This is an optimization exercise on Yosys and OpenROAD, whose aim is small area, a short achievable clock period and few clock cycles per item, not a production implementation. At most, simulation tests tie the RTL to the original design; equivalence was not proved. Function not checked in run 4: the RTL went through the layout flow alone. Power figures rest on the tool's default switching activity, not on a simulated workload.

==> flow/run.sh <==
#!/bin/bash
# synth_recipe.tcl (not shown) runs the flow's synth.tcl, then flattens the netlist and writes it again
# the make line also repeats each setting of config.mk as NAME=value (left out here)
make -C /OpenROAD-flow-scripts/flow DESIGN_CONFIG=/design/flow/config.mk WORK_HOME=/design/flow/orfs CLKGATE_MAP_FILE= SYNTH_SCRIPT=/design/flow/synth_recipe.tcl finish
==> flow/config.mk <==
export PLATFORM = sky130hd
export DESIGN_NAME = assembly_source_tokenizer_top
export DESIGN_NICKNAME = assembly_source_tokenizer_top
export VERILOG_FILES = /design/flow/design.v
export SDC_FILE = /design/flow/constraint.sdc
export NUM_CORES = 4
export LEC_CHECK = 0
export CAP_MARGIN = 20
export CORE_MARGIN = 2
export CORE_UTILIZATION = 25
export PLACE_DENSITY = 0.5
export SETUP_SLACK_MARGIN = 5
export SLEW_MARGIN = 20
==> flow/constraint.sdc <==
create_clock -name core_clock -period 8.0 [get_ports {clk_i}]
set_input_delay 1.6000 -clock core_clock [delete_from_list [all_inputs] [get_ports {clk_i}]]
set_output_delay 1.6000 -clock core_clock [all_outputs]
set_load 0.01 [all_outputs]
==> flow/design.v <==
package ast_pkg;
  localparam logic [3:0] C_IDLE    = 4'd0;
  localparam logic [3:0] C_SECT    = 4'd1;
  localparam logic [3:0] C_REG     = 4'd2;
  localparam logic [3:0] C_LABEL   = 4'd3;
  localparam logic [3:0] C_WORD    = 4'd4;
  localparam logic [3:0] C_NUM     = 4'd5;
  localparam logic [3:0] C_EQW     = 4'd6;
  localparam logic [3:0] C_DASHW   = 4'd7;
  localparam logic [3:0] C_COMMENT = 4'd8;
  localparam logic [4:0] R_CODE   = 5'd0;
  localparam logic [4:0] R_DATA   = 5'd1;
  localparam logic [4:0] R_REG    = 5'd2;
  localparam logic [4:0] R_LABEL  = 5'd3;
  localparam logic [4:0] R_EQ     = 5'd4;
  localparam logic [4:0] R_QMARK  = 5'd5;
  localparam logic [4:0] R_VAR    = 5'd6;
  localparam logic [4:0] R_NAME   = 5'd16;
  localparam logic [4:0] R_INT    = 5'd17;
  localparam logic [4:0] R_END    = 5'd18;    
  localparam logic [1:0] F_NONE    = 2'd0;
  localparam logic [1:0] F_SECTION = 2'd1;
  localparam logic [1:0] F_EQUALS  = 2'd2;
  localparam logic [1:0] F_DASH    = 2'd3;
  localparam logic [7:0] CH_SPACE = 8'h20;
  localparam logic [7:0] CH_NL    = 8'h0a;
  localparam logic [4:0] W_NAME = R_NAME;
  localparam logic [4:0] W_VAR  = R_VAR;
  localparam logic [4:0] W_EXIT = 5'd7;
  localparam logic [4:0] W_ADD  = 5'd8;
  localparam logic [4:0] W_SUB  = 5'd9;
  localparam logic [4:0] W_MOV  = 5'd10;
  localparam logic [4:0] W_ENUM = 5'd11;
  localparam logic [4:0] W_IF   = 5'd12;
  localparam logic [4:0] W_IN   = 5'd13;
  localparam logic [4:0] W_ELSE = 5'd14;
  localparam logic [4:0] W_END  = 5'd15;
  localparam logic [4:0] W_E    = 5'd0;
  localparam logic [4:0] W_EX   = 5'd1;
  localparam logic [4:0] W_EXI  = 5'd2;
  localparam logic [4:0] W_A    = 5'd3;
  localparam logic [4:0] W_AD   = 5'd4;
  localparam logic [4:0] W_S    = 5'd5;
  localparam logic [4:0] W_SU   = 5'd17;
  localparam logic [4:0] W_M    = 5'd18;
  localparam logic [4:0] W_MO   = 5'd19;
  localparam logic [4:0] W_EN   = 5'd20;
  localparam logic [4:0] W_ENU  = 5'd21;
  localparam logic [4:0] W_I    = 5'd22;
  localparam logic [4:0] W_EL   = 5'd23;
  localparam logic [4:0] W_ELS  = 5'd24;
  localparam logic [4:0] S_CODE = R_CODE;
  localparam logic [4:0] S_DATA = R_DATA;
  localparam logic [4:0] S_BAD  = 5'd2;
  localparam logic [4:0] S_H    = 5'd3;    
  localparam logic [4:0] S_C    = 5'd4;
  localparam logic [4:0] S_CO   = 5'd5;
  localparam logic [4:0] S_COD  = 5'd6;
  localparam logic [4:0] S_D    = 5'd7;
  localparam logic [4:0] S_DA   = 5'd8;
  localparam logic [4:0] S_DAT  = 5'd9;
  function automatic logic is_alpha(input logic [7:0] c);
    is_alpha = ((c >= "a") && (c <= "z")) || ((c >= "A") && (c <= "Z"));
  endfunction
  function automatic logic is_digit(input logic [7:0] c);
    is_digit = (c >= "0") && (c <= "9");
  endfunction
  function automatic logic [4:0] word_first(input logic [7:0] c);
    case (c)
      ".":     word_first = W_VAR;
      "e":     word_first = W_E;
      "a":     word_first = W_A;
      "s":     word_first = W_S;
      "m":     word_first = W_M;
      "i":     word_first = W_I;
      default: word_first = W_NAME;
    endcase
  endfunction
  function automatic logic [4:0] word_next(input logic [4:0] n, input logic [7:0] c);
    word_next = W_NAME;
    case (n)
      W_VAR:  word_next = W_VAR;
      W_E:    if (c == "x") word_next = W_EX; else if (c == "n") word_next = W_EN;
              else if (c == "l") word_next = W_EL;
      W_EX:   if (c == "i") word_next = W_EXI;
      W_EXI:  if (c == "t") word_next = W_EXIT;
      W_A:    if (c == "d") word_next = W_AD;
      W_AD:   if (c == "d") word_next = W_ADD;
      W_S:    if (c == "u") word_next = W_SU;
      W_SU:   if (c == "b") word_next = W_SUB;
      W_M:    if (c == "o") word_next = W_MO;
      W_MO:   if (c == "v") word_next = W_MOV;
      W_EN:   if (c == "u") word_next = W_ENU; else if (c == "d") word_next = W_END;
      W_ENU:  if (c == "m") word_next = W_ENUM;
      W_I:    if (c == "f") word_next = W_IF; else if (c == "n") word_next = W_IN;
      W_EL:   if (c == "s") word_next = W_ELS;
      W_ELS:  if (c == "e") word_next = W_ELSE;
      default: word_next = W_NAME;
    endcase
  endfunction
  function automatic logic [4:0] sect_next(input logic [4:0] n, input logic [7:0] c);
    sect_next = S_BAD;
    case (n)
      S_H:   if (c == "c") sect_next = S_C; else if (c == "d") sect_next = S_D;
      S_C:   if (c == "o") sect_next = S_CO;
      S_CO:  if (c == "d") sect_next = S_COD;
      S_COD: if (c == "e") sect_next = S_CODE;
      S_D:   if (c == "a") sect_next = S_DA;
      S_DA:  if (c == "t") sect_next = S_DAT;
      S_DAT: if (c == "a") sect_next = S_DATA;
      default: sect_next = S_BAD;
    endcase
  endfunction
  function automatic logic [6:0] tok_code(input logic [3:0] m, input logic [4:0] n);
    case (m)
      C_SECT:  tok_code = ((n == S_CODE) || (n == S_DATA)) ? {n, F_NONE} : {R_END, F_SECTION};
      C_REG:   tok_code = {R_REG, F_NONE};
      C_LABEL: tok_code = {R_LABEL, F_NONE};
      C_WORD:  tok_code = ((n >= W_VAR) && (n <= W_NAME)) ? {n, F_NONE} : {R_NAME, F_NONE};
      C_NUM:   tok_code = {R_INT, F_NONE};
      C_EQW:   tok_code = {R_END, F_EQUALS};
      default: tok_code = {R_END, F_DASH};
    endcase
  endfunction
  function automatic logic [15:0] sat_inc16(input logic [15:0] v);
    sat_inc16 = (v == 16'hffff) ? v : v + 16'd1;
  endfunction
endpackage
module ast_in_buf (
  input  logic       clk_i,
  input  logic       rst_ni,
  input  logic       in_valid_i,
  output logic       in_ready_o,
  input  logic [8:0] in_data_i,
  output logic       hv_o,
  output logic [8:0] item_o,
  input  logic       cons_i
);
  logic [8:0] d0_q, d1_q;
  logic       v0_q, v1_q;
  logic       take;
  assign in_ready_o = !v1_q;
  assign take       = in_valid_i && !v1_q;
  assign hv_o       = v0_q;
  assign item_o     = d0_q;
  always_ff @(posedge clk_i or negedge rst_ni) begin
    if (!rst_ni) begin
      v0_q <= 1'b0;
      v1_q <= 1'b0;
    end else begin
      if (cons_i || !v0_q) v0_q <= v1_q || take;
      v1_q <= v1_q ? !cons_i : (take && v0_q && !cons_i);
    end
  end
  always_ff @(posedge clk_i) begin
    if (cons_i || !v0_q) d0_q <= v1_q ? d1_q : in_data_i;
    if (!v1_q) d1_q <= in_data_i;
  end
endmodule
module ast_lexer (
  input  logic        clk_i,
  input  logic        rst_ni,
  input  logic        hv_i,        
  input  logic [8:0]  item_i,      
  output logic        cons_o,      
  output logic        out_valid_o,
  input  logic        out_ready_i,
  output logic [71:0] out_data_o
);
  logic [3:0]  cls_q, cls_d;
  logic [4:0]  node_q, node_d;
  logic [1:0]  fault_q, fault_d;
  logic        halted_q, halted_d;
  logic        pend_q;
  logic        pl_q, pl_d;            
  logic [15:0] offset_q, offset_d, col_q, col_d;
  logic [15:0] line_q, line_d;
  logic        nlp_q, nlp_d;          
  logic        rsp_q, rsp_d;          
  logic [15:0] start_q, start_d, len_q, len_d, ocol_q, ocol_d;
  logic        final_q, final_d;
  logic [7:0]  c;
  logic        last, nl;
  logic        sp_nl, alpha, digit, wbody, nbody, tstart, qm, sigil;
  logic        is_tok, body_ok, cons, newres, tload, need_slot, upd;
  logic [15:0] offset_inc, len_inc, line_true;
  logic [3:0]  ocls;
  logic [4:0]  onode, gnode;
  logic [6:0]  ccode;
  assign c    = item_i[8:1];
  assign last = item_i[0];
  assign nl   = (c == ast_pkg::CH_NL);
  assign sp_nl  = (c == ast_pkg::CH_SPACE) || nl;
  assign alpha  = ast_pkg::is_alpha(c);
  assign digit  = ast_pkg::is_digit(c);
  assign wbody  = alpha || (c == "_") || (c == ".");
  assign nbody  = digit || (c == ".");
  assign qm     = (c == "?");
  assign sigil  = (c == "$") || (c == ":");
  assign tstart = (c == "#") || sigil || (c == "=") || (c == "-") || alpha || digit ||
                  (c == ".");
  assign is_tok = (cls_q == ast_pkg::C_SECT) || (cls_q == ast_pkg::C_REG) ||
                  (cls_q == ast_pkg::C_LABEL) || (cls_q == ast_pkg::C_WORD) ||
                  (cls_q == ast_pkg::C_NUM);
  always_comb begin
    case (cls_q)
      ast_pkg::C_SECT, ast_pkg::C_REG, ast_pkg::C_LABEL: body_ok = !sp_nl;
      ast_pkg::C_WORD: body_ok = wbody;
      ast_pkg::C_NUM:  body_ok = nbody;
      default:         body_ok = 1'b0;
    endcase
  end
  assign offset_inc = offset_q + 16'd1;
  assign len_inc    = ((&len_q[15:1]) && (len_q[0] ||
                       (cls_q == ast_pkg::C_REG) || (cls_q == ast_pkg::C_LABEL))) ?
                      len_q : len_q + 16'd1;
  assign line_true  = rsp_q ? 16'd1 : (nlp_q ? ast_pkg::sat_inc16(line_q) : line_q);
  always_comb begin
    onode = ast_pkg::word_first(c);
    if (c == "#") begin
      ocls  = ast_pkg::C_SECT;
      onode = ast_pkg::S_H;
    end else if (c == "$") ocls = ast_pkg::C_REG;
    else if (c == ":") ocls = ast_pkg::C_LABEL;
    else if (c == "=") ocls = ast_pkg::C_EQW;
    else if (c == "-") ocls = ast_pkg::C_DASHW;
    else if (digit) ocls = ast_pkg::C_NUM;
    else ocls = ast_pkg::C_WORD;
  end
  assign gnode = (cls_q == ast_pkg::C_SECT) ? ast_pkg::sect_next(node_q, c)
                                            : ast_pkg::word_next(node_q, c);
  assign ccode = ast_pkg::tok_code(cls_q, node_q);
  always_comb begin
    cls_d    = cls_q;
    node_d   = node_q;
    fault_d  = fault_q;
    halted_d = halted_q;
    pl_d     = 1'b0;
    offset_d = offset_q;
    col_d    = col_q;
    line_d   = line_q;
    nlp_d    = nlp_q;
    rsp_d    = rsp_q;
    start_d  = start_q;
    len_d    = len_q;
    ocol_d   = ocol_q;
    final_d  = final_q;
    cons     = 1'b0;
    newres   = 1'b0;
    tload    = 1'b0;
    if (pl_q) begin
      newres   = 1'b1;
      node_d   = ccode[6:2];
      fault_d  = ccode[1:0];
      final_d  = 1'b1;
      halted_d = (ccode[1:0] != ast_pkg::F_NONE);
      cls_d    = ast_pkg::C_IDLE;
    end else if (hv_i) begin
      if (halted_q) begin
        cons = 1'b1;
      end else if (is_tok) begin
        if (body_ok) begin
          cons   = 1'b1;
          len_d  = len_inc;
          node_d = gnode;
          pl_d   = last;
        end else begin
          newres   = 1'b1;
          node_d   = ccode[6:2];
          fault_d  = ccode[1:0];
          halted_d = (ccode[1:0] != ast_pkg::F_NONE);
          cls_d    = ast_pkg::C_IDLE;
          cons     = halted_d || !(tstart || qm);
          final_d  = last && cons;
        end
      end else if (cls_q == ast_pkg::C_EQW) begin
        cons    = 1'b1;
        newres  = 1'b1;
        cls_d   = ast_pkg::C_IDLE;
        final_d = last;
        node_d  = (c == "=") ? ast_pkg::R_EQ : ast_pkg::R_END;
        if (c == "=") begin
          fault_d = ast_pkg::F_NONE;
          len_d   = 16'd2;
        end else begin
          fault_d  = ast_pkg::F_EQUALS;
          halted_d = 1'b1;
        end
      end else if ((cls_q == ast_pkg::C_DASHW) && (c != "-")) begin
        cons     = 1'b1;
        newres   = 1'b1;
        cls_d    = ast_pkg::C_IDLE;
        final_d  = last;
        node_d   = ast_pkg::R_END;
        fault_d  = ast_pkg::F_DASH;
        halted_d = 1'b1;
      end else begin
        cons = 1'b1;
        if (cls_q == ast_pkg::C_DASHW) begin
          cls_d = ast_pkg::C_COMMENT;
        end else if (cls_q == ast_pkg::C_COMMENT) begin
          if (nl) cls_d = ast_pkg::C_IDLE;
        end else if (tstart) begin
          tload   = 1'b1;
          cls_d   = ocls;
          node_d  = onode;
          start_d = sigil ? offset_inc : offset_q;
          len_d   = sigil ? 16'd0 : 16'd1;
          ocol_d  = col_q;
          pl_d    = last;
        end else if (qm) begin
          tload   = 1'b1;
          newres  = 1'b1;
          node_d  = ast_pkg::R_QMARK;
          fault_d = ast_pkg::F_NONE;
          start_d = offset_q;
          len_d   = 16'd1;
          ocol_d  = col_q;
          final_d = last;
        end
        if (last && !newres && !pl_d) begin
          tload   = 1'b1;
          newres  = 1'b1;
          node_d  = ast_pkg::R_END;
          fault_d = ast_pkg::F_NONE;
          start_d = offset_q;
          len_d   = 16'd0;
          ocol_d  = col_q;
          final_d = 1'b1;
        end
      end
      if (cons && !halted_q) begin
        offset_d = offset_inc;
        col_d    = nl ? 16'd1 : ast_pkg::sat_inc16(col_q);
        if (tload || !pend_q || (nl && (nlp_q || rsp_q))) begin
          line_d = line_true;
          nlp_d  = nl;
          rsp_d  = 1'b0;
        end else begin
          nlp_d  = nlp_q || nl;
        end
        if (last) begin
          if (!pl_d) cls_d = ast_pkg::C_IDLE;
          offset_d = '0;
          col_d    = 16'd1;
          rsp_d    = 1'b1;
        end
      end
    end
  end
  assign need_slot = !halted_q &&
                     (((cls_q == ast_pkg::C_COMMENT) && (last || (nl && (nlp_q || rsp_q)))) ||
                      ((cls_q == ast_pkg::C_IDLE) &&
                       (last || tstart || qm || (nl && (nlp_q || rsp_q)))));
  assign upd    = pl_q || (hv_i && (!need_slot || !pend_q || out_ready_i));
  assign cons_o = upd && cons;
  always_ff @(posedge clk_i or negedge rst_ni) begin
    if (!rst_ni) begin
      cls_q    <= ast_pkg::C_IDLE;
      halted_q <= 1'b0;
      pend_q   <= 1'b0;
      pl_q     <= 1'b0;
      offset_q <= '0;
      col_q    <= 16'd1;
      nlp_q    <= 1'b0;
      rsp_q    <= 1'b1;
    end else begin
      pend_q <= (upd && newres) || (pend_q && !out_ready_i);
      if (upd) begin
        cls_q    <= cls_d;
        halted_q <= halted_d;
        pl_q     <= pl_d;
        offset_q <= offset_d;
        col_q    <= col_d;
        nlp_q    <= nlp_d;
        rsp_q    <= rsp_d;
      end
    end
  end
  always_ff @(posedge clk_i) begin
    if (upd) begin
      node_q  <= node_d;
      fault_q <= fault_d;
      line_q  <= line_d;
      start_q <= start_d;
      len_q   <= len_d;
      ocol_q  <= ocol_d;
      final_q <= final_d;
    end
  end
  assign out_valid_o = pend_q;
  assign out_data_o  = {node_q, fault_q, start_q, len_q, line_q, ocol_q, final_q};
endmodule
module assembly_source_tokenizer_top (
  input  logic               clk_i,
  input  logic               rst_ni,
  input  logic               in_valid_i,
  output logic               in_ready_o,
  input  logic [8:0]         in_data_i,    
  output logic               out_valid_o,
  input  logic               out_ready_i,
  output logic [71:0]        out_data_o    
);
  logic       hv, cons;
  logic [8:0] item;
  ast_in_buf u_buf (
    .clk_i      (clk_i),
    .rst_ni     (rst_ni),
    .in_valid_i (in_valid_i),
    .in_ready_o (in_ready_o),
    .in_data_i  (in_data_i),
    .hv_o       (hv),
    .item_o     (item),
    .cons_i     (cons)
  );
  ast_lexer u_lexer (
    .clk_i       (clk_i),
    .rst_ni      (rst_ni),
    .hv_i        (hv),
    .item_i      (item),
    .cons_o      (cons),
    .out_valid_o (out_valid_o),
    .out_ready_i (out_ready_i),
    .out_data_o  (out_data_o)
  );
endmodule
==> impl_summary.log, run 1 <==
INFO  metric async_reset_ff_share = 32.3%
INFO  metric vias = 7588
INFO  metric synth.top_cells.by_area = edfxtp_1 (30%), dfrtp_1 (13%), nor2_1 (4.3%), xor2_1 (3.9%), nand3_1 (3.3%)
INFO  metric maxCapViolCount = 0
INFO  metric cts_htree_levels = 4
INFO  metric syn2layout_area_growth = 37.4%
INFO  metric synthesis.area = 8090 sq um
INFO  metric worst_setup_path_end_kind = register
INFO  metric wl_met2 = 12400 microns
INFO  metric slew_violations = 0
INFO  metric worst-slew-pin-transition = 0.941 ns
INFO  metric timing.setup.critical_path_class = in -> reg
INFO  metric via_count_of_the_first_global_routing_pass = 7166
INFO  metric clkSlewWorstSetupHoldPaths = 0.06 ns
INFO  metric finalSetupViolCount = 0
INFO  metric gpl.final_weighted_congestion = 0.903
INFO  metric topRoutingLayerUsed = met4
INFO  metric master_of_the_slowest_instance_on_the_critical_path = or3_4
INFO  metric fin_setup_tns = 0 ns
INFO  metric grt_start_max_net_pins = 44
INFO  metric wl = 26600 microns
INFO  metric run_status = timing/DRC/antenna clean
INFO  metric ant_nets = 0
INFO  metric fin_worst_skew = 0.0139 ns
INFO  metric seq_area_frac_synth = 45.6%
INFO  metric ir_drop = 0.000200 V
INFO  metric cts_hold_buf = 0
INFO  metric syn-instance-count = 869
INFO  metric drcViolationCount = 0
INFO  metric grt_setup_unrepaired = yes
INFO  metric count_of_flip_flops_with_a_built_in_enable_after_synthesis = 81
INFO  metric grt_first_pass_wirelength = 41200 microns
INFO  metric grt_use_total = 15.5%
INFO  metric die-area = 33800 sq um
INFO  metric design.portCount = 87
INFO  metric p_leak = 0.00410 uW
INFO  metric place_area = 9340 sq um
INFO  metric timing.final.crit_period = 2.99 ns
INFO  metric drive_above_1_share = a little over a fifth
INFO  metric ys_ff_latch = about 130
INFO  metric final_min_period_over_clock_period = 37.3%
INFO  metric cp_data_arrival_time = between 3 and 4 ns
INFO  metric first_pass_iters = 5
INFO  metric yosys.cell_types.count = just under 80
INFO  metric wl_met3 = 1490 microns
INFO  metric tritoncts_clock_tree = built
INFO  metric clk-insertion-delay-late = about 0.43 ns
INFO  metric synth_commonest_cells = nor2_1 (93), edfxtp_1 (81), nand2_1 (66)
INFO  metric number_of_warnings_issued_by_yosys = 2
INFO  metric synth_top_area_cell = edfxtp_1
INFO  metric start_kind = input port
INFO  metric design.final.nets = between 1000 and 1500
INFO  metric timing_hold_violations_final = 0
INFO  metric max_freq = around 0.33 GHz
INFO  metric grt_remaining_overflow = 0
INFO  metric critical_path.max_fanout = 8
INFO  metric stdcell_area = 11100 sq um
INFO  metric critical_path.cell_chain = buf_8 -> nor3b_4 -> nand2_1 -> o21ai_2 -> or3_4 -> a211o_4 -> nand2b_4 -> nor2_4 -> buf_6 -> buf_12
INFO  metric yosysTopAreaCellShare = 30.1%
INFO  metric start_util = around a quarter
INFO  metric diodes = 0
INFO  metric fp-row-count = 65
INFO  metric cts_buffers = 17
INFO  metric placement.io_buffers = 86
INFO  metric routedLengthMet1 = between 10000 and 15000 microns
INFO  metric floorplan.die.height = 184 microns
INFO  metric dp.final_hpwl = 15800 microns
INFO  metric worst_path_dominant_cell_family = simple AND/OR/NAND/NOR gates
INFO  metric clock_path_buffers = 2
INFO  metric ys_dominant_reg_cell = edfxtp_1
INFO  metric critical_path.n_buffers_inverters = 3
INFO  metric drt_iter0_markers = 670
INFO  metric cp_slowest_stage_delay = 0.35 ns
INFO  metric post_drt_via_cell_ratio = 5.33
INFO  metric timing.max_slew.rel_slack = a little under two fifths
INFO  metric core_box_area = roughly 32000 sq um
INFO  metric kind_of_path_behind_the_tightest_hold_check = reg -> reg
INFO  metric cp.required = 8.14 ns
INFO  metric wire_per_inst = around 19 microns
INFO  metric avgSynthCellArea = 9.31 sq um
INFO  metric dieWidth = ~180 microns
INFO  metric root_buf_cell = clkbuf_16
INFO  metric post_syn_nets = ~890
INFO  metric cts_num_sinks = 133
INFO  metric count_leader_synth = nor2_1
INFO  metric number_of_antenna_violations_at_the_first_check_in_global_routing = 0
INFO  metric power_density = 383 nW/um^2
-- cell usage in the layout, fill, tap and decap left out, types with 11 or more instances in the layout --
cell / netlist / routed
nand2b_1: 24 / 20
nand2_1: 66 / 65
nor2_1: 93 / 88
dfrtp_1: 41 / 36
nand3_1: 53 / 52
and3_1: 22 / 21
or3_1: 18 / 13
o21ai_0: 26 / 24
nor3_1: 27 / 23
a21oi_1: 38 / 35
clkbuf_16: 0 / 17
clkdlybuf4s50_1: 0 / 67
inv_1: 12 / 11
buf_4: 3 / 80
edfxtp_1: 81 / 81
xor2_1: 36 / 36
-- worst register-to-register path: stages, from the launching register on --
cell and delay (ns):
edfxtp_1 0.51, buf_6 0.19, or4bb_1 0.17, a21oi_2 0.09
o31a_1 0.38, o31a_1 0.39, a211o_4 0.40, nand2b_4 0.16
nor2_4 0.16, buf_6 0.12, buf_12 0.11
-- area by class of cell --
type | count | area, sq um
fillers | 3185 | 20600
clock buffers | 17 | 425
multi-input cells | 666 | 4590
flip-flops and latches | 133 | 3700
repair buffers | 178 | 1670
repair inverters | 1 | 5.00
inverters | 12 | 48.8
clock inverters | 15 | 176
well taps | 402 | 503
-- path summary, 6_finish.rpt --
kind / from / endpoint / slack (ns) / depth (start not counted)
max: out_ready_i / u_lexer.line_q[15]$_SDFFCE_PP0P_ / 5.01 / 10
min reg2reg: u_buf.d1_q[2]$_DFF_P_ / u_buf.d1_q[2]$_DFF_P_ / 0.47 / 1
max reg2reg: u_buf.d0_q[3]$_DFFE_PP_ / u_lexer.line_q[15]$_SDFFCE_PP0P_ / 5.03 / 10
min in group asynchronous: rst_ni / u_lexer.offset_q[15]$_DFFE_PN0P_ / 1.19 / 1
max in group asynchronous: rst_ni / u_lexer.cls_q[1]$_DFFE_PN0P_ / 6.35 / 1
min: u_buf.d1_q[2]$_DFF_P_ / u_buf.d1_q[2]$_DFF_P_ / 0.47 / 1
-- registers in the layout (all words and copies together) (netlist names), 2 cells and up --
| name | cells |
|---|---|
| u_lexer.start_q | 16 |
| u_lexer.ocol_q | 16 |
| u_lexer.cls_q | 4 |
| u_lexer.line_q | 16 |
| u_lexer.node_q | 5 |
| u_lexer.col_q | 16 |
| u_lexer.fault_q | 2 |
| u_lexer.len_q | 16 |
| u_buf.d0_q | 9 |
| u_lexer.offset_q | 16 |
| u_buf.d1_q | 9 |
-- metrics by stage --
| stage | utilization, % | power [uW] | setup WS, ns | std cells | hold WS (ns) |
|---|---|---|---|---|---|
| 6_report | 35.1 | 4260 | 5.01 | 1424 | 0.475 |
| 4_1_cts | 33.7 | 4040 | 4.94 | 1397 | 0.478 |
| 2_1_floorplan | - | 2330 | 4.54 | 869 | 0.439 |
| 3_3_place_gp | 29.5 | 2830 | 3.54 | 1300 | 0.456 |
| 5_1_grt | 35.1 | 4480 | 4.95 | 1424 | 0.487 |
| 3_5_place_dp | 29.5 | 2830 | 3.51 | 1300 | 0.461 |
-- routing by layer --
layer,global-route usage [%],vias up
met2,24.9,271
met3,2.69,41
met1,21.5,3701
met5,0,-
li1,-,3575
met4,3.94,0
-- cell families (layout without fill, tap and decap cells) --
kind of cell / Yosys count / count (layout) / share of synthesized area [%]
XOR/XNOR: 42 / 42 / 4.55
multiplexers: 12 / 12 / 1.64
AO/OA/AOI/OAI: 195 / 198 / 17.0
flip-flops: 133 / 133 / 45.6
buffers and inverters: 75 / 223 / 3.97
adder cells (fa/ha/maj): 4 / 4 / 0.618
AND/OR/NAND/NOR: 408 / 410 / 26.6
-- repair_timing --
action / CTS / global route
pin swaps: 11 / 9
endpoints found under the setup margin: 176 / 131
buffers inserted: 58 / 27
gates resized for setup: 59 / 47
gates cloned: 7 / 0
-- power breakdown --
group,switching (uW),leakage [uW],internal (uW)
Clock,367,0.000293,448
Combinational,1290,0.00241,947
Sequential,220,0.00140,983
Testbench counts, summed over its fixed seeds: cycles 45,176, bytes 43,768.
==> inputs of run 2 (changes only) <==
==> flow/flow/run.sh (new file) <==
#!/bin/bash
# ORFS layout as the standard flow, with single-strength port buffers.
set -euo pipefail
W=$(pwd)
export BUFFER_PORTS_ARGS="-buffer_cell sky130_fd_sc_hd__buf_1"
make -C "$FLOW_HOME" DESIGN_CONFIG="$FLOW_CONFIG" WORK_HOME="$W/orfs" CLKGATE_MAP_FILE= \
  SYNTH_SCRIPT="$W/synth_recipe.tcl" CAP_MARGIN=20 CORE_MARGIN=2 CORE_UTILIZATION=25 \
  PLACE_DENSITY=0.5 SLEW_MARGIN=20 SETUP_SLACK_MARGIN=5 finish > "$W/make.log" 2>&1
: # left out here: write the final layout as DEF
==> flow/standard.sh (new file) <==
#!/bin/bash
# synth_recipe.tcl (not shown) runs the flow's synth.tcl, then flattens the netlist and writes it again
# the make line also repeats each setting of config.mk as NAME=value (left out here)
make -C /OpenROAD-flow-scripts/flow DESIGN_CONFIG=/design/flow/config.mk WORK_HOME=/design/flow/orfs CLKGATE_MAP_FILE= SYNTH_SCRIPT=/design/flow/synth_recipe.tcl "${@:-finish}"
removed: flow/run.sh
==> run 2 against run 1 <==
Effect of this change: clock power up 2.5%; power down 5.0%; first-iteration DRC count up 18%; clock skew down 0.0039 ns; critical path type unchanged; largest cell class unchanged; highest routed layer unchanged.
==> impl_summary.log, run 2 <==
INFO  metric run_status = timing/DRC/antenna clean
INFO  metric grt_start_max_net_pins = 44
INFO  metric power_density = about 400 nW/um^2
INFO  metric grt_setup_unrepaired = yes
INFO  metric finalSetupViolCount = 0
INFO  metric tritoncts_clock_tree = built
INFO  metric r2r-end = u_lexer.col_q[9]$_DFFE_PN0P_
INFO  metric number_of_antenna_violations_at_the_first_check_in_global_routing = 0
INFO  metric drt_iter0_markers = 791
INFO  metric synth-compound-area-share = 17.0%
INFO  metric synth.top_cells.by_area = edfxtp_1 (30%), dfrtp_1 (13%), nor2_1 (4.3%), xor2_1 (3.9%), nand3_1 (3.3%)
INFO  metric synth.mux.area_fraction = 1.64%
INFO  metric startpoint = out_ready_i
INFO  metric timing.setup.critical_path_class = in -> reg
INFO  metric top_usage_layer = met2
INFO  metric synth_commonest_cells = nor2_1 (93), edfxtp_1 (81), nand2_1 (66)
INFO  metric clk-insertion-delay-late = between 0.4 and 0.5 ns
INFO  metric syn-instance-count = 869
INFO  metric diodes = 0
INFO  metric maxCapViolCount = 0
INFO  metric master_of_the_slowest_instance_on_the_critical_path = or4_4
INFO  metric avgSynthCellArea = 9.31 sq um
INFO  metric share_of_synthesized_cell_area_in_full_adder_half_adder_and_majority_cells = 0.618%
INFO  metric start_util = 25.5%
INFO  metric worst-slew-pin-transition = around 0.91 ns
INFO  metric grt_first_pass_wirelength = 39100 microns
INFO  metric cts_num_sinks = about 130
INFO  metric drcViolationCount = 0
INFO  metric grt_use_met2 = ~23%
INFO  metric sequential_cell_area = 3700 sq um
INFO  metric dieWidth = 184 microns
INFO  metric number_of_warnings_issued_by_yosys = 2
INFO  metric post-route-worst-setup-slack = 4.96 ns
INFO  metric critical_path.cell_chain = buf_8 -> nor3b_4 -> nand2_1 -> o21ai_2 -> or3_4 -> or4_4 -> buf_4 -> nor2_4 -> buf_12
INFO  metric async_reset_ff_share = 32.3%
INFO  metric slew_violations = 0
INFO  metric global_route.usage.met3 = about 3.1%
INFO  metric ff2ff_setup_slack = between 5 and 6 ns
INFO  metric mostFrequentLayoutCells = nor2_1 (90), buf_1 (84), edfxtp_1 (81)
INFO  metric synth_top_area_cell = edfxtp_1
INFO  metric design.portCount = 87
INFO  metric gpl.final_weighted_congestion = 0.953
INFO  metric yosysTopAreaCellShare = between 30% and 40%
INFO  metric dp.final_hpwl = approximately 16000 microns
INFO  metric max_freq = approximately 0.33 GHz
INFO  metric worstReg2RegStart = u_lexer.cls_q[3]$_DFFE_PN0P_
INFO  metric post_drt_via_cell_ratio = 5.32
INFO  metric drive_above_1_share = 19.7%
INFO  metric timing.final.crit_period = between 3 and 4 ns
INFO  metric post_syn_nets = 886
INFO  metric core_box_area = about 32000 sq um
INFO  metric floorplan.die.height = between 150 and 200 microns
INFO  metric cp_data_arrival_time = 3.17 ns
INFO  metric count_of_flip_flops_with_a_built_in_enable_after_synthesis = 81
INFO  metric cts_htree_levels = 4
INFO  metric yosys.cell_types.count = 79
INFO  metric timing.max_slew.rel_slack = 37.7%
INFO  metric synth-xor-area-share = ~4.5%
INFO  metric cp_slowest_stage_delay = around 0.48 ns
INFO  metric count_leader_synth = nor2_1
INFO  metric clock_path_buffers = 2
INFO  metric reg2regPathDepth = 9
INFO  metric die-area = 33800 sq um
INFO  metric start_kind = input port
INFO  metric timing_hold_violations_final = 0
INFO  metric p_leak = between 0.003 and 0.004 uW
INFO  metric hold_path_depth = 1
INFO  metric critical_path.max_fanout = 16
INFO  metric placement.io_buffers = 86
INFO  metric clkSlewWorstSetupHoldPaths = 0.06 ns
INFO  metric ys_dominant_reg_cell = edfxtp_1
INFO  metric placement.setup.worst_slack = slightly below 4 ns
INFO  metric first_pass_iters = 5
INFO  metric wire_per_inst = around 18 microns
INFO  metric final_min_period_over_clock_period = a little under two fifths
INFO  metric cts_hold_buf = 0
INFO  metric grt_use_total = 14.7%
INFO  metric cts_buffers = 17
INFO  metric wl = 25300 microns
INFO  metric kind_of_path_behind_the_tightest_hold_check = reg -> reg
INFO  metric design.final.nets = 1008
INFO  metric fin_worst_skew = roughly 0.010 ns
INFO  metric root_buf_cell = clkbuf_16
INFO  metric cp.required = between 8 and 9 ns
INFO  metric simple_gate_area_share_of_the_yosys_netlist = between 20% and 30%
INFO  metric seq_area_frac_synth = 45.6%
INFO  metric n_fill_cell = 3285
INFO  metric ant_nets = 0
INFO  metric via_count_of_the_first_global_routing_pass = 6826
INFO  metric ys_ff_latch = 133
INFO  metric fin_setup_tns = 0 ns
INFO  metric synth_top_family_by_area = simple AND/OR/NAND/NOR gates
INFO  metric footprint_of_the_multi_input_gates = 4540 sq um
INFO  metric vias = 7474
INFO  metric layout.cells.most_common = nor2_1
INFO  metric synthesis.area = ~8100 sq um
INFO  metric fp-row-count = 65
INFO  metric grt_remaining_overflow = 0
INFO  metric crit_path_end = u_lexer.start_q[1]$_DFFE_PP_
INFO  metric worst_setup_path_end_kind = register
INFO  metric ir_drop = between 0.00015 and 0.0002 V
INFO  metric grt.met1_usage = roughly 20%
INFO  metric syn2layout_area_growth = 28.6%
==> run 2: kinds of logic after synthesis <==
logic type	count (synthesis)
DFF	133
xor gates and xnor gates	42
AOI/OAI and AO/OA	195
adders and majority gates	4
and+or+nand+nor	408
buffers and inverters	75
muxes	12
==> run 2: area by class of cell <==
type | instances | area share [%]
sequential | 133 | 35.5
timing repair buffer | 160 | 9.57
tap | 402 | 4.83
inverter | 12 | 0.469
clock buffer | 18 | 4.12
multi-input combinational | 667 | 43.6
clock inverter | 14 | 1.89
==> run 2: how the worst min path moves through the flow <==
stage                                        from                            to  slack (ns)
finish                      u_buf.d1_q[5]$_DFF_P_         u_buf.d1_q[5]$_DFF_P_        0.48
global route                u_buf.d1_q[4]$_DFF_P_         u_buf.d1_q[4]$_DFF_P_        0.49
CTS                         u_buf.d1_q[5]$_DFF_P_         u_buf.d1_q[5]$_DFF_P_        0.48
detailed placement          u_buf.d1_q[5]$_DFF_P_         u_buf.d1_q[5]$_DFF_P_        0.46
global placement            u_buf.d1_q[5]$_DFF_P_         u_buf.d1_q[5]$_DFF_P_        0.46
floorplan           u_lexer.col_q[10]$_DFFE_PN0P_  u_lexer.ocol_q[10]$_DFFE_PP_        0.44
==> run 2: metrics by stage <==
step	hold slack [ns]	utilization, %	cell area (sq um)	instances	power [uW]
final	0.476	32.8	10400	1406	4040
after global routing	0.488	32.8	10400	1406	4280
after floorplan	0.439	-	8250	869	2330
after global placement	0.458	27.8	8810	1300	2720
after detailed placement	0.462	27.8	8810	1300	2720
after CTS	0.476	31.3	9930	1367	3800
==> run 2: where the power goes <==
group	internal [uW]	leakage, uW	switching (uW)	total, uW
clock network	525	0.000309	310	835
logic	777	0.00196	1190	1970
registers	985	0.00140	256	1240
total	2290	0.00367	1760	4040
==> run 2: critical path: cells and delay by family <==
family,cells,cell delay [ns]
AO/OA/AOI/OAI,1,0.07
buffers and inverters,3,0.41
AND/OR/NAND/NOR,5,1.08
==> run 2: what timing repair did <==
item | in CTS | in global routing
pin swaps | 5 | 11
gates resized for setup | 39 | 33
setup endpoints to repair | 147 | 120
setup buffers | 31 | 36
gates cloned | 4 | 3
==> run 2: metal layers <==
metal | part of all wire [%] | wire (microns)
met1 | 46 | 11600
met3 | 5.7 | 1430
met2 | 47 | 11800
met5 | 0 | 0
met4 | 1.9 | 481
==> inputs of run 3 (changes only) <==
--- a/flow/config.mk
+++ b/flow/config.mk
@@ -8,6 +8,7 @@
 export CAP_MARGIN = 20
 export CORE_MARGIN = 2
 export CORE_UTILIZATION = 25
+export CTS_BUF_LIST = sky130_fd_sc_hd__clkbuf_8
 export PLACE_DENSITY = 0.5
 export SETUP_SLACK_MARGIN = 5
 export SLEW_MARGIN = 20
==> run 3 against run 2 <==
Effect of this change: synthesized cell count unchanged; design area decreased by 2.4%; hold slack better by 0.0045 ns; core utilization is 0.78 points lower; setup slack better by 0.025 ns; critical endpoint is now u_lexer.line_q[12]$_SDFFCE_PP0P_; largest cell class unchanged.
==> impl_summary.log, run 3 <==
INFO  metric fin_setup_tns = 0 ns
INFO  metric cp.required = 8.17 ns
INFO  metric clock_path_buffers = 2
INFO  metric master_of_the_slowest_instance_on_the_critical_path = or3_4
INFO  metric post_syn_nets = 886
INFO  metric slew_violations = 0
INFO  metric timing.setup.critical_path_class = in -> reg
INFO  metric ys_dominant_reg_cell = edfxtp_1
INFO  metric worst-slew-pin-transition = 0.926 ns
INFO  metric worst_setup_path_end_kind = register
INFO  metric yosysTopAreaCellShare = a little under a third
INFO  metric grt_setup_unrepaired = yes
INFO  metric synth_top_area_cell = edfxtp_1
INFO  metric dp.final_hpwl = 15600 microns
INFO  metric clkSlewWorstSetupHoldPaths = 0.08 ns
INFO  metric ir_drop = 0.000140 V
INFO  metric fin_worst_skew = 0.0167 ns
INFO  metric cp_slowest_stage_delay = about 0.34 ns
INFO  metric maxCapViolCount = 0
INFO  metric first_pass_iters = 5
INFO  metric root_buf_cell = clkbuf_8
INFO  metric via_count_of_the_first_global_routing_pass = approximately 6800
INFO  metric number_of_warnings_issued_by_yosys = 2
INFO  metric synth_commonest_cells = nor2_1 (93), edfxtp_1 (81), nand2_1 (66)
INFO  metric wl = 25600 microns
INFO  metric power_density = 374 nW/um^2
INFO  metric grt_remaining_overflow = 0
INFO  metric design.final.nets = 1007
INFO  metric post_drt_via_cell_ratio = 5.30
INFO  metric dieWidth = roughly 180 microns
INFO  metric synthesis.area = around 8100 sq um
INFO  metric grt_use_total = ~15%
INFO  metric async_reset_ff_share = 32.3%
INFO  metric final_min_period_over_clock_period = 37.6%
INFO  metric start_kind = input port
INFO  metric kind_of_path_behind_the_tightest_hold_check = reg -> reg
INFO  metric max_freq = 0.332 GHz
INFO  metric timing_hold_violations_final = 0
INFO  metric fp-row-count = 65
INFO  metric seq_area_frac_synth = 45.6%
INFO  metric ant_nets = 0
INFO  metric grt_first_pass_wirelength = 39600 microns
INFO  metric mostFrequentLayoutCells = nor2_1 (91), buf_1 (84), edfxtp_1 (81)
INFO  metric final_core_density = 32.0%
INFO  metric timing.final.crit_period = 3.01 ns
INFO  metric n_fill_cell = 3326
INFO  metric cts_htree_levels = 4
INFO  metric grt_start_max_net_pins = 44
INFO  metric tritoncts_clock_tree = built
INFO  metric cts_buffers = 17
INFO  metric wire_per_inst = 18.2 microns
INFO  metric layout.cells.most_common = nor2_1
INFO  metric drt_iter0_markers = 734
INFO  metric worst_path_dominant_cell_family = simple AND/OR/NAND/NOR gates
INFO  metric critical_path.max_fanout = 7
INFO  metric number_of_antenna_violations_at_the_first_check_in_global_routing = 0
INFO  metric design.portCount = 87
INFO  metric vias = 7441
INFO  metric start_util = 25.5%
INFO  metric synth.top_cells.by_area = edfxtp_1 (30%), dfrtp_1 (13%), nor2_1 (4.3%), xor2_1 (3.9%), nand3_1 (3.3%)
INFO  metric diodes = 0
INFO  metric clk-insertion-delay-late = 0.46 ns
INFO  metric timing.max_slew.rel_slack = 36.7%
INFO  metric yosys.cell_types.count = 79
INFO  metric syn-instance-count = just under 900
INFO  metric ys_ff_latch = between 100 and 150
INFO  metric core_box_area = 31700 sq um
INFO  metric syn2layout_area_growth = 25.6%
INFO  metric cp_data_arrival_time = 3.18 ns
INFO  metric placement.io_buffers = 86
INFO  metric p_leak = approximately 0.0036 uW
INFO  metric critical_path.n_buffers_inverters = 3
INFO  metric avgSynthCellArea = 9.31 sq um
INFO  metric run_status = timing/DRC/antenna clean
INFO  metric count_leader_synth = nor2_1
INFO  metric count_of_flip_flops_with_a_built_in_enable_after_synthesis = 81
INFO  metric floorplan.die.height = 184 microns
INFO  metric finalSetupViolCount = 0
INFO  metric gpl.final_weighted_congestion = about 0.95
INFO  metric die-area = around 34000 sq um
INFO  metric drive_above_1_share = 19.4%
INFO  metric crit_path_frequent_cell = buf_6
INFO  metric cts_num_sinks = 133
INFO  metric critical_path.cell_chain = buf_8 -> nor3b_4 -> nand2_1 -> o21ai_2 -> or3_4 -> buf_6 -> a211o_4 -> nand2b_4 -> nor2_4 -> buf_6
INFO  metric drcViolationCount = 0
INFO  metric cts_hold_buf = 0
-- run 3: changes by cell type in the layout (fill, tap and decap cells not counted), moves of 2 or more --
cell       change
buf_12         -3
clkbuf_16     -16
buf_6          +2
clkbuf_8      +17
-- run 3: kinds of logic after synthesis --
group                    after synthesis  share of synthesized area [%]
multiplexers                          12                           1.64
buffers and inverters                 75                           3.97
AND/OR/NAND/NOR                      408                           26.6
XOR/XNOR                              42                           4.55
flip-flops                           133                           45.6
adder cells (fa/ha/maj)                4                          0.618
AO/OA/AOI/OAI                        195                           17.0
-- run 3: timing repair --
item / in CTS / in global routing
setup buffers: 39 / 26
gates resized for setup: 45 / 22
pin swaps: 12 / 18
setup endpoints to repair: 147 / 127
gates cloned: 6 / 2
-- run 3: per-stage QoR --
step	cell area [sq um]	hold slack, ns	total power [uW]	worst slack [ns]	cells
finish	10200	0.480	3800	4.99	1405
global route	10200	0.494	4040	4.91	1405
CTS	9840	0.481	3650	4.86	1377
detailed placement	8810	0.462	2720	3.88	1300
global placement	8810	0.458	2720	3.92	1300
floorplan	8250	0.439	2330	4.54	869
-- run 3: path summary, 6_finish.rpt --
check                                              from                          endpoint  slack (ns)  cells after the start
hold / removal                    u_buf.d1_q[5]$_DFF_P_             u_buf.d1_q[5]$_DFF_P_        0.48                      1
hold reg to reg                   u_buf.d1_q[5]$_DFF_P_             u_buf.d1_q[5]$_DFF_P_        0.48                      1
setup / recovery                            out_ready_i  u_lexer.line_q[12]$_SDFFCE_PP0P_        4.99                     10
setup reg to reg           u_lexer.cls_q[3]$_DFFE_PN0P_  u_lexer.line_q[12]$_SDFFCE_PP0P_        5.04                      9
max in group asynchronous                        rst_ni      u_lexer.cls_q[3]$_DFFE_PN0P_        6.28                      2
min in group asynchronous                        rst_ni  u_lexer.offset_q[14]$_DFFE_PN0P_        1.24                      2
-- run 3: layout make-up --
cell class	count	area, sq um	share of cell area [%]
inverter	12	48.8	0.480
clock inverter	15	200	1.97
clock buffer	17	234	2.30
multi-input combinational	667	4500	44.3
sequential	133	3700	36.4
tap	402	503	4.95
timing repair buffer	159	976	9.60
-- run 3: power by group --
| group | internal (uW) | leakage, uW | total [uW] | switching, uW |
|---|---|---|---|---|
| logic | 755 | 0.00195 | 1950 | 1190 |
| clock network | 342 | 0.000226 | 630 | 288 |
| registers | 983 | 0.00139 | 1230 | 244 |
| total | 2080 | 0.00357 | 3800 | 1720 |
-- run 3: per-layer routing --
| layer | GRT usage (%) | up-vias | wire length, microns |
|---|---|---|---|
| met5 | 0 | - | 0 |
| met4 | 5.09 | 0 | 475 |
| met3 | 2.89 | 37 | 1470 |
| met2 | 23.3 | 278 | 11900 |
| met1 | 20.6 | 3587 | 11700 |
| li1 | - | 3539 | - |
==> inputs of run 4 (changes only) <==
--- a/flow/design.v
+++ b/flow/design.v
@@ -22,8 +22,73 @@
   localparam logic [1:0] F_SECTION = 2'd1;
   localparam logic [1:0] F_EQUALS  = 2'd2;
   localparam logic [1:0] F_DASH    = 2'd3;
-  localparam logic [7:0] CH_SPACE = 8'h20;
-  localparam logic [7:0] CH_NL    = 8'h0a;
+  localparam logic [4:0] X_OTHER  = 5'b00000;
+  localparam logic [4:0] X_NL     = 5'b00100;
+  localparam logic [4:0] X_SP     = 5'b00101;
+  localparam logic [4:0] X_QM     = 5'b00110;
+  localparam logic [4:0] X_US     = 5'b00111;    
+  localparam logic [4:0] X_EQ     = 5'b01000;
+  localparam logic [4:0] X_HASH   = 5'b01001;
+  localparam logic [4:0] X_COLON  = 5'b01010;
+  localparam logic [4:0] X_DOLLAR = 5'b01011;
+  localparam logic [4:0] X_DIGIT  = 5'b01100;
+  localparam logic [4:0] X_DASH   = 5'b01101;
+  localparam logic [4:0] X_DOT    = 5'b01110;
+  localparam logic [4:0] X_LETTER = 5'b01111;    
+  localparam logic [4:0] X_E      = 5'b10000;
+  localparam logic [4:0] X_X      = 5'b10001;
+  localparam logic [4:0] X_I      = 5'b10010;
+  localparam logic [4:0] X_T      = 5'b10011;
+  localparam logic [4:0] X_A      = 5'b10100;
+  localparam logic [4:0] X_D      = 5'b10101;
+  localparam logic [4:0] X_S      = 5'b10110;
+  localparam logic [4:0] X_U      = 5'b10111;
+  localparam logic [4:0] X_B      = 5'b11000;
+  localparam logic [4:0] X_M      = 5'b11001;
+  localparam logic [4:0] X_O      = 5'b11010;
+  localparam logic [4:0] X_V      = 5'b11011;
+  localparam logic [4:0] X_N      = 5'b11100;
+  localparam logic [4:0] X_F      = 5'b11101;
+  localparam logic [4:0] X_L      = 5'b11110;
+  localparam logic [4:0] X_C      = 5'b11111;
+  function automatic logic [4:0] char_code(input logic [7:0] c);
+    case (c)
+      8'h0a: char_code = X_NL;
+      8'h20: char_code = X_SP;
+      "?":   char_code = X_QM;
+      "_":   char_code = X_US;
+      "=":   char_code = X_EQ;
+      "#":   char_code = X_HASH;
+      ":":   char_code = X_COLON;
+      "$":   char_code = X_DOLLAR;
+      "-":   char_code = X_DASH;
+      ".":   char_code = X_DOT;
+      "e":   char_code = X_E;
+      "x":   char_code = X_X;
+      "i":   char_code = X_I;
+      "t":   char_code = X_T;
+      "a":   char_code = X_A;
+      "d":   char_code = X_D;
+      "s":   char_code = X_S;
+      "u":   char_code = X_U;
+      "b":   char_code = X_B;
+      "m":   char_code = X_M;
+      "o":   char_code = X_O;
+      "v":   char_code = X_V;
+      "n":   char_code = X_N;
+      "f":   char_code = X_F;
+      "l":   char_code = X_L;
+      "c":   char_code = X_C;
+      default: begin
+        if ((c >= "0") && (c <= "9")) char_code = X_DIGIT;
+        else if (((c >= "a") && (c <= "z")) || ((c >= "A") && (c <= "Z"))) char_code = X_LETTER;
+        else char_code = X_OTHER;
+      end
+    endcase
+  endfunction
+  function automatic logic is_alpha(input logic [4:0] x);
+    is_alpha = x[4] || (x == X_LETTER);
+  endfunction
   localparam logic [4:0] W_NAME = R_NAME;
   localparam logic [4:0] W_VAR  = R_VAR;
   localparam logic [4:0] W_EXIT = 5'd7;
@@ -59,55 +124,49 @@
   localparam logic [4:0] S_D    = 5'd7;
   localparam logic [4:0] S_DA   = 5'd8;
   localparam logic [4:0] S_DAT  = 5'd9;
-  function automatic logic is_alpha(input logic [7:0] c);
-    is_alpha = ((c >= "a") && (c <= "z")) || ((c >= "A") && (c <= "Z"));
-  endfunction
-  function automatic logic is_digit(input logic [7:0] c);
-    is_digit = (c >= "0") && (c <= "9");
-  endfunction
-  function automatic logic [4:0] word_first(input logic [7:0] c);
+  function automatic logic [4:0] word_first(input logic [4:0] c);
     case (c)
-      ".":     word_first = W_VAR;
-      "e":     word_first = W_E;
-      "a":     word_first = W_A;
-      "s":     word_first = W_S;
-      "m":     word_first = W_M;
-      "i":     word_first = W_I;
+      X_DOT:   word_first = W_VAR;
+      X_E:     word_first = W_E;
+      X_A:     word_first = W_A;
+      X_S:     word_first = W_S;
+      X_M:     word_first = W_M;
+      X_I:     word_first = W_I;
       default: word_first = W_NAME;
     endcase
   endfunction
-  function automatic logic [4:0] word_next(input logic [4:0] n, input logic [7:0] c);
+  function automatic logic [4:0] word_next(input logic [4:0] n, input logic [4:0] c);
     word_next = W_NAME;
     case (n)
       W_VAR:  word_next = W_VAR;
-      W_E:    if (c == "x") word_next = W_EX; else if (c == "n") word_next = W_EN;
-              else if (c == "l") word_next = W_EL;
-      W_EX:   if (c == "i") word_next = W_EXI;
-      W_EXI:  if (c == "t") word_next = W_EXIT;
-      W_A:    if (c == "d") word_next = W_AD;
-      W_AD:   if (c == "d") word_next = W_ADD;
-      W_S:    if (c == "u") word_next = W_SU;
-      W_SU:   if (c == "b") word_next = W_SUB;
-      W_M:    if (c == "o") word_next = W_MO;
-      W_MO:   if (c == "v") word_next = W_MOV;
-      W_EN:   if (c == "u") word_next = W_ENU; else if (c == "d") word_next = W_END;
-      W_ENU:  if (c == "m") word_next = W_ENUM;
-      W_I:    if (c == "f") word_next = W_IF; else if (c == "n") word_next = W_IN;
-      W_EL:   if (c == "s") word_next = W_ELS;
-      W_ELS:  if (c == "e") word_next = W_ELSE;
+      W_E:    if (c == X_X) word_next = W_EX; else if (c == X_N) word_next = W_EN;
+              else if (c == X_L) word_next = W_EL;
+      W_EX:   if (c == X_I) word_next = W_EXI;
+      W_EXI:  if (c == X_T) word_next = W_EXIT;
+      W_A:    if (c == X_D) word_next = W_AD;
+      W_AD:   if (c == X_D) word_next = W_ADD;
+      W_S:    if (c == X_U) word_next = W_SU;
+      W_SU:   if (c == X_B) word_next = W_SUB;
+      W_M:    if (c == X_O) word_next = W_MO;
+      W_MO:   if (c == X_V) word_next = W_MOV;
+      W_EN:   if (c == X_U) word_next = W_ENU; else if (c == X_D) word_next = W_END;
+      W_ENU:  if (c == X_M) word_next = W_ENUM;
+      W_I:    if (c == X_F) word_next = W_IF; else if (c == X_N) word_next = W_IN;
+      W_EL:   if (c == X_S) word_next = W_ELS;
+      W_ELS:  if (c == X_E) word_next = W_ELSE;
       default: word_next = W_NAME;
     endcase
   endfunction
-  function automatic logic [4:0] sect_next(input logic [4:0] n, input logic [7:0] c);
+  function automatic logic [4:0] sect_next(input logic [4:0] n, input logic [4:0] c);
     sect_next = S_BAD;
     case (n)
-      S_H:   if (c == "c") sect_next = S_C; else if (c == "d") sect_next = S_D;
-      S_C:   if (c == "o") sect_next = S_CO;
-      S_CO:  if (c == "d") sect_next = S_COD;
-      S_COD: if (c == "e") sect_next = S_CODE;
-      S_D:   if (c == "a") sect_next = S_DA;
-      S_DA:  if (c == "t") sect_next = S_DAT;
-      S_DAT: if (c == "a") sect_next = S_DATA;
+      S_H:   if (c == X_C) sect_next = S_C; else if (c == X_D) sect_next = S_D;
+      S_C:   if (c == X_O) sect_next = S_CO;
+      S_CO:  if (c == X_D) sect_next = S_COD;
+      S_COD: if (c == X_E) sect_next = S_CODE;
+      S_D:   if (c == X_A) sect_next = S_DA;
+      S_DA:  if (c == X_T) sect_next = S_DAT;
+      S_DAT: if (c == X_A) sect_next = S_DATA;
       default: sect_next = S_BAD;
     endcase
   endfunction
@@ -133,12 +192,13 @@
   output logic       in_ready_o,
   input  logic [8:0] in_data_i,
   output logic       hv_o,
-  output logic [8:0] item_o,
+  output logic [5:0] item_o,
   input  logic       cons_i
 );
-  logic [8:0] d0_q, d1_q;
+  logic [5:0] d0_q, d1_q, enc;
   logic       v0_q, v1_q;
   logic       take;
+  assign enc = {ast_pkg::char_code(in_data_i[8:1]), in_data_i[0]};
   assign in_ready_o = !v1_q;
   assign take       = in_valid_i && !v1_q;
   assign hv_o       = v0_q;
@@ -153,15 +213,15 @@
     end
   end
   always_ff @(posedge clk_i) begin
-    if (cons_i || !v0_q) d0_q <= v1_q ? d1_q : in_data_i;
-    if (!v1_q) d1_q <= in_data_i;
+    if (cons_i || !v0_q) d0_q <= v1_q ? d1_q : enc;
+    if (!v1_q) d1_q <= enc;
   end
 endmodule
 module ast_lexer (
   input  logic        clk_i,
   input  logic        rst_ni,
   input  logic        hv_i,        
-  input  logic [8:0]  item_i,      
+  input  logic [5:0]  item_i,      
   output logic        cons_o,      
   output logic        out_valid_o,
   input  logic        out_ready_i,
@@ -179,7 +239,7 @@
   logic        rsp_q, rsp_d;          
   logic [15:0] start_q, start_d, len_q, len_d, ocol_q, ocol_d;
   logic        final_q, final_d;
-  logic [7:0]  c;
+  logic [4:0]  c;
   logic        last, nl;
   logic        sp_nl, alpha, digit, wbody, nbody, tstart, qm, sigil;
   logic        is_tok, body_ok, cons, newres, tload, need_slot, upd;
@@ -187,18 +247,17 @@
   logic [3:0]  ocls;
   logic [4:0]  onode, gnode;
   logic [6:0]  ccode;
-  assign c    = item_i[8:1];
+  assign c    = item_i[5:1];
   assign last = item_i[0];
-  assign nl   = (c == ast_pkg::CH_NL);
-  assign sp_nl  = (c == ast_pkg::CH_SPACE) || nl;
+  assign nl   = (c == ast_pkg::X_NL);
+  assign sp_nl  = (c == ast_pkg::X_SP) || nl;
   assign alpha  = ast_pkg::is_alpha(c);
-  assign digit  = ast_pkg::is_digit(c);
-  assign wbody  = alpha || (c == "_") || (c == ".");
-  assign nbody  = digit || (c == ".");
-  assign qm     = (c == "?");
-  assign sigil  = (c == "$") || (c == ":");
-  assign tstart = (c == "#") || sigil || (c == "=") || (c == "-") || alpha || digit ||
-                  (c == ".");
+  assign digit  = (c == ast_pkg::X_DIGIT);
+  assign wbody  = alpha || (c == ast_pkg::X_US) || (c == ast_pkg::X_DOT);
+  assign nbody  = digit || (c == ast_pkg::X_DOT);
+  assign qm     = (c == ast_pkg::X_QM);
+  assign sigil  = (c == ast_pkg::X_DOLLAR) || (c == ast_pkg::X_COLON);
+  assign tstart = c[4] || (c[4:3] == 2'b01);
   assign is_tok = (cls_q == ast_pkg::C_SECT) || (cls_q == ast_pkg::C_REG) ||
                   (cls_q == ast_pkg::C_LABEL) || (cls_q == ast_pkg::C_WORD) ||
                   (cls_q == ast_pkg::C_NUM);
@@ -217,13 +276,13 @@
   assign line_true  = rsp_q ? 16'd1 : (nlp_q ? ast_pkg::sat_inc16(line_q) : line_q);
   always_comb begin
     onode = ast_pkg::word_first(c);
-    if (c == "#") begin
+    if (c == ast_pkg::X_HASH) begin
       ocls  = ast_pkg::C_SECT;
       onode = ast_pkg::S_H;
-    end else if (c == "$") ocls = ast_pkg::C_REG;
-    else if (c == ":") ocls = ast_pkg::C_LABEL;
-    else if (c == "=") ocls = ast_pkg::C_EQW;
-    else if (c == "-") ocls = ast_pkg::C_DASHW;
+    end else if (c == ast_pkg::X_DOLLAR) ocls = ast_pkg::C_REG;
+    else if (c == ast_pkg::X_COLON) ocls = ast_pkg::C_LABEL;
+    else if (c == ast_pkg::X_EQ) ocls = ast_pkg::C_EQW;
+    else if (c == ast_pkg::X_DASH) ocls = ast_pkg::C_DASHW;
     else if (digit) ocls = ast_pkg::C_NUM;
     else ocls = ast_pkg::C_WORD;
   end
@@ -278,15 +337,15 @@
         newres  = 1'b1;
         cls_d   = ast_pkg::C_IDLE;
         final_d = last;
-        node_d  = (c == "=") ? ast_pkg::R_EQ : ast_pkg::R_END;
-        if (c == "=") begin
+        node_d  = (c == ast_pkg::X_EQ) ? ast_pkg::R_EQ : ast_pkg::R_END;
+        if (c == ast_pkg::X_EQ) begin
           fault_d = ast_pkg::F_NONE;
           len_d   = 16'd2;
         end else begin
           fault_d  = ast_pkg::F_EQUALS;
           halted_d = 1'b1;
         end
-      end else if ((cls_q == ast_pkg::C_DASHW) && (c != "-")) begin
+      end else if ((cls_q == ast_pkg::C_DASHW) && (c != ast_pkg::X_DASH)) begin
         cons     = 1'b1;
         newres   = 1'b1;
         cls_d    = ast_pkg::C_IDLE;
@@ -402,7 +461,7 @@
   output logic [71:0]        out_data_o    
 );
   logic       hv, cons;
-  logic [8:0] item;
+  logic [5:0] item;
   ast_in_buf u_buf (
     .clk_i      (clk_i),
     .rst_ni     (rst_ni),
==> run 4 against run 3 <==
Effect of this change: core utilization fell by 2.5 points; maximum frequency grew 2.3%; critical endpoint is now out_data_o[70]; final cell count increased by 2.4%; still clean on timing, DRC and antenna; area after synthesis is 2.1% higher; largest power group is now sequential cells; clock skew decreased by 0.0012 ns; sequential power fell by 38%; global-route usage decreased by 1.4 points; clock-buffer cell count did not move; via count grew 1.1%.
==> impl_summary.log, run 4 <==
INFO  metric design.portCount = 87
INFO  metric count_leader_synth = nor2_1
INFO  metric n_fill_cell = about 3500
INFO  metric async_reset_ff_share = 33.9%
INFO  metric number_of_warnings_issued_by_yosys = 2
INFO  metric wl = about 24000 microns
INFO  metric critical_path.n_buffers_inverters = 1
INFO  metric ant_nets = 0
INFO  metric wire_per_inst = 16.5 microns
INFO  metric report.power.total = 1850 uW
INFO  metric worstReg2RegStart = u_buf.d0_q[1]$_DFFE_PP_
INFO  metric diodes = 0
INFO  metric synth_commonest_cells = nor2_1 (95), edfxtp_1 (78), nand2_1 (66)
INFO  metric timing.final.crit_period = about 2.9 ns
INFO  metric floorplan.die.height = approximately 190 microns
INFO  metric clk-insertion-delay-late = 0.43 ns
INFO  metric synth.top_cells.by_area = edfxtp_1 (28%), dfrtp_1 (12%), nor2_1 (4.3%), xor2_1 (3.8%), nand3_1 (3.6%)
INFO  metric synth_top_area_cell = edfxtp_1
INFO  metric clkSlewWorstSetupHoldPaths = 0.08 ns
INFO  metric fin_worst_skew = between 0.015 and 0.02 ns
INFO  metric number_of_antenna_violations_at_the_first_check_in_global_routing = 0
INFO  metric design.final.nets = 1001
INFO  metric die-area = between 30000 and 40000 sq um
INFO  metric run_status = timing/DRC/antenna clean
INFO  metric maxCapViolCount = 0
INFO  metric cp_data_arrival_time = approximately 1.4 ns
INFO  metric master_of_the_slowest_instance_on_the_critical_path = edfxtp_1
INFO  metric avgSynthCellArea = between 8 and 9 sq um
INFO  metric dp.final_hpwl = 15700 microns
INFO  metric grt_start_max_net_pins = about 50
INFO  metric finalSetupViolCount = 0
INFO  metric hold_path.startpoint = u_buf.d1_q[1]$_DFF_P_
INFO  metric syn-instance-count = 922
INFO  metric critical_path.cell_chain = buf_1
INFO  metric ys_ff_latch = 127
INFO  metric seq_area_frac_synth = 42.9%
INFO  metric grt_use_total = 13.6%
INFO  metric yosys.cell_types.count = 82
INFO  metric slew_violations = 0
INFO  metric cts_htree_levels = 4
INFO  metric grt_remaining_overflow = 0
INFO  metric drcViolationCount = 0
INFO  metric power_density = 192 nW/um^2
INFO  metric power_frac_seq = around two fifths
INFO  metric ir_drop = between 0.00008 and 0.00009 V
INFO  metric worst_hold_slack = around 0.45 ns
INFO  metric synthesis.area = 8260 sq um
INFO  metric footprint_of_the_multi_input_gates = 4490 sq um
INFO  metric cp.required = 6.40 ns
INFO  metric mostFrequentLayoutCells = nor2_1 (92), buf_1 (78), edfxtp_1 (78)
INFO  metric timing.setup.critical_path_class = reg -> out
INFO  metric fin_setup_tns = 0 ns
INFO  metric first_pass_iters = 7
INFO  metric post_drt_via_cell_ratio = between 5 and 6
INFO  metric fp-row-count = 66
INFO  metric startpoint = u_lexer.node_q[3]$_DFFE_PP_
INFO  metric share_comb_of_total_power = approximately 28%
INFO  metric ys_dominant_reg_cell = edfxtp_1
INFO  metric post_syn_nets = around 940
INFO  metric core_box_area = about 33000 sq um
INFO  metric max_freq = 0.340 GHz
INFO  metric cts_buffers = 17
INFO  metric timing_hold_violations_final = 0
INFO  metric p_leak = 0.00350 uW
INFO  metric placement.io_buffers = 86
INFO  metric drive_above_1_share = 10.6%
INFO  metric worst-slew-pin-transition = 0.735 ns
INFO  metric final_core_density = ~30%
INFO  metric instances_no_fill = 1439
INFO  metric vias = approximately 7500
INFO  metric critical_path.max_fanout = 12
INFO  metric yosysTopAreaCellShare = between 20% and 30%
INFO  metric syn2layout_area_growth = 16.4%
INFO  metric via_count_of_the_first_global_routing_pass = 6729
INFO  metric tritoncts_clock_tree = built
INFO  metric cts_num_sinks = about 130
INFO  metric final_min_period_over_clock_period = approximately 37%
INFO  metric kind_of_path_behind_the_tightest_hold_check = reg -> reg
INFO  metric dieWidth = 186 microns
INFO  metric sequential_cell_area = 3540 sq um
INFO  metric grt_setup_unrepaired = yes
INFO  metric worst_path_dominant_cell_family = flip-flops
INFO  metric netSwitchingPower = 642 uW
INFO  metric drt_iter0_markers = 811
INFO  metric clock_path_buffers = 2
INFO  metric grt_first_pass_wirelength = 37500 microns
INFO  metric gpl.final_weighted_congestion = just under 0.9
INFO  metric start_util = 25.4%
INFO  metric swShare = around a third
INFO  metric timing.max_slew.rel_slack = 50.9%
INFO  metric root_buf_cell = clkbuf_8
INFO  metric power.internal = 1210 uW
INFO  metric count_of_flip_flops_with_a_built_in_enable_after_synthesis = 78
INFO  metric cp_slowest_stage_delay = 0.70 ns
INFO  metric start_kind = register
INFO  metric pwr-share-clk = 30.5%
INFO  metric dp.cells = 1392
INFO  metric worst_setup_path_end_kind = output pin
INFO  metric layout.cells.most_common = nor2_1
[run 4: cell types whose count changed in the layout (fill, tap and decap cells not counted), moves of 6 or more]
| cell | before | now |
|---|---|---|
| a21oi_1 | 35 | 49 |
| buf_1 | 84 | 78 |
| buf_4 | 60 | 16 |
| inv_1 | 12 | 26 |
| mux2_2 | 10 | 3 |
| nand3_1 | 52 | 59 |
| nand3b_1 | 1 | 10 |
| nor4_1 | 11 | 18 |
| o21ai_0 | 24 | 33 |
| or4_1 | 5 | 12 |
| xnor2_1 | 6 | 14 |
[run 4: logic make-up (layout without fill, tap and decap cells)]
| family | count (synthesis) | in the layout | share of synthesized area [%] |
|---|---|---|---|
| multiplexers | 5 | 5 | 0.651 |
| AND/OR/NAND/NOR | 434 | 435 | 28.1 |
| AO/OA/AOI/OAI | 213 | 213 | 17.9 |
| buffers and inverters | 88 | 162 | 4.44 |
| flip-flops | 127 | 127 | 42.9 |
| XOR/XNOR | 50 | 50 | 5.30 |
| adder cells (fa/ha/maj) | 5 | 5 | 0.727 |
[run 4: final timing paths]
kind	to	slack, ns	cells past startpoint
max	out_data_o[70]	5.05	1
min	u_buf.d1_q[1]$_DFF_P_	0.45	2
max reg2reg	u_lexer.line_q[11]$_SDFFCE_PP0P_	5.07	7
min reg2reg	u_buf.d1_q[1]$_DFF_P_	0.45	2
max in group asynchronous	u_buf.v1_q$_DFF_PN0_	6.30	2
min in group asynchronous	u_lexer.col_q[7]$_DFFE_PN0P_	1.25	2
[run 4: power groups by stage]
stage / Combinational, uW / Clock, uW / Sequential (uW)
finish: 522 / 564 / 762
global placement: 485 / 0 / 786
CTS: 508 / 585 / 761
detailed placement: 478 / 0 / 786
global route: 568 / 613 / 766
floorplan: 382 / 0 / 757
[run 4: final cells by class]
cell class | count | share of cell area [%]
multi-input cells | 708 | 46.7
flip-flops and latches | 127 | 36.9
clock inverters | 15 | 1.64
clock buffers | 17 | 2.43
repair buffers | 108 | 5.69
inverters | 22 | 0.872
well taps | 442 | 5.75
[run 4: metal layers]
| layer | track usage, % | wire [microns] | share of wire (%) | up-vias |
|---|---|---|---|---|
| li1 | - | - | - | 3611 |
| met1 | 20.2 | 11700 | 49 | 3560 |
| met2 | 20.0 | 10400 | 44 | 317 |
| met3 | 2.15 | 1270 | 5.3 | 35 |
| met4 | 3.97 | 402 | 1.7 | 0 |
| met5 | 0 | 0 | 0 | - |
[run 4: timing repair]
| item | in CTS | in global routing |
|---|---|---|
| endpoints found under the setup margin | 67 | 48 |
| resized for setup | 11 | 16 |
| hold buffers | 0 | 0 |
| setup buffers | 8 | 6 |
| cloned | 1 | 0 |
| pin swaps | 2 | 0 |
[run 4: metrics by stage]
stage	area [sq um]	setup slack, ns
2_1_floorplan	8370	4.91
3_3_place_gp	9000	4.37
3_5_place_dp	9000	4.32
4_1_cts	9520	5.01
5_1_grt	9610	4.98
6_report	9610	5.05

-- separate check: timing with driven ports --
How much do the figures lean on ideal ports? The routed layouts below were timed once more, with nothing changed but the port constraints.
Step 1 sets driving cells, clkbuf_16 on the clock port and buf_2 on the other inputs (assumed; they add their load-dependent delay and slew).
Step 2 times the ports against the registers' clock, not the clock port: input delays grow and output delays shrink by t, the midpoint of the rising clock arrivals with the driver on.
a / b / c = no drivers / after step 1 / after step 2; a / b = the first two.
run | t (ns) | setup slack, ns | worst setup path at the end
run 1 | 0.472 | 5.015 / 4.978 / 4.510 | input to register
run 2 | 0.467 | 4.963 / 4.926 / 4.459 | input to register
run 3 | 0.495 | 4.988 / 4.946 / 4.450 | input to register
run 4 | 0.463 | 5.055 / 5.018 / 4.624 | input to register
After both steps setup and hold are still met in every run listed. For run 3, which loses most, drivers alone change the setup slack by -0.042 ns; drivers and shift together by -0.538 ns.
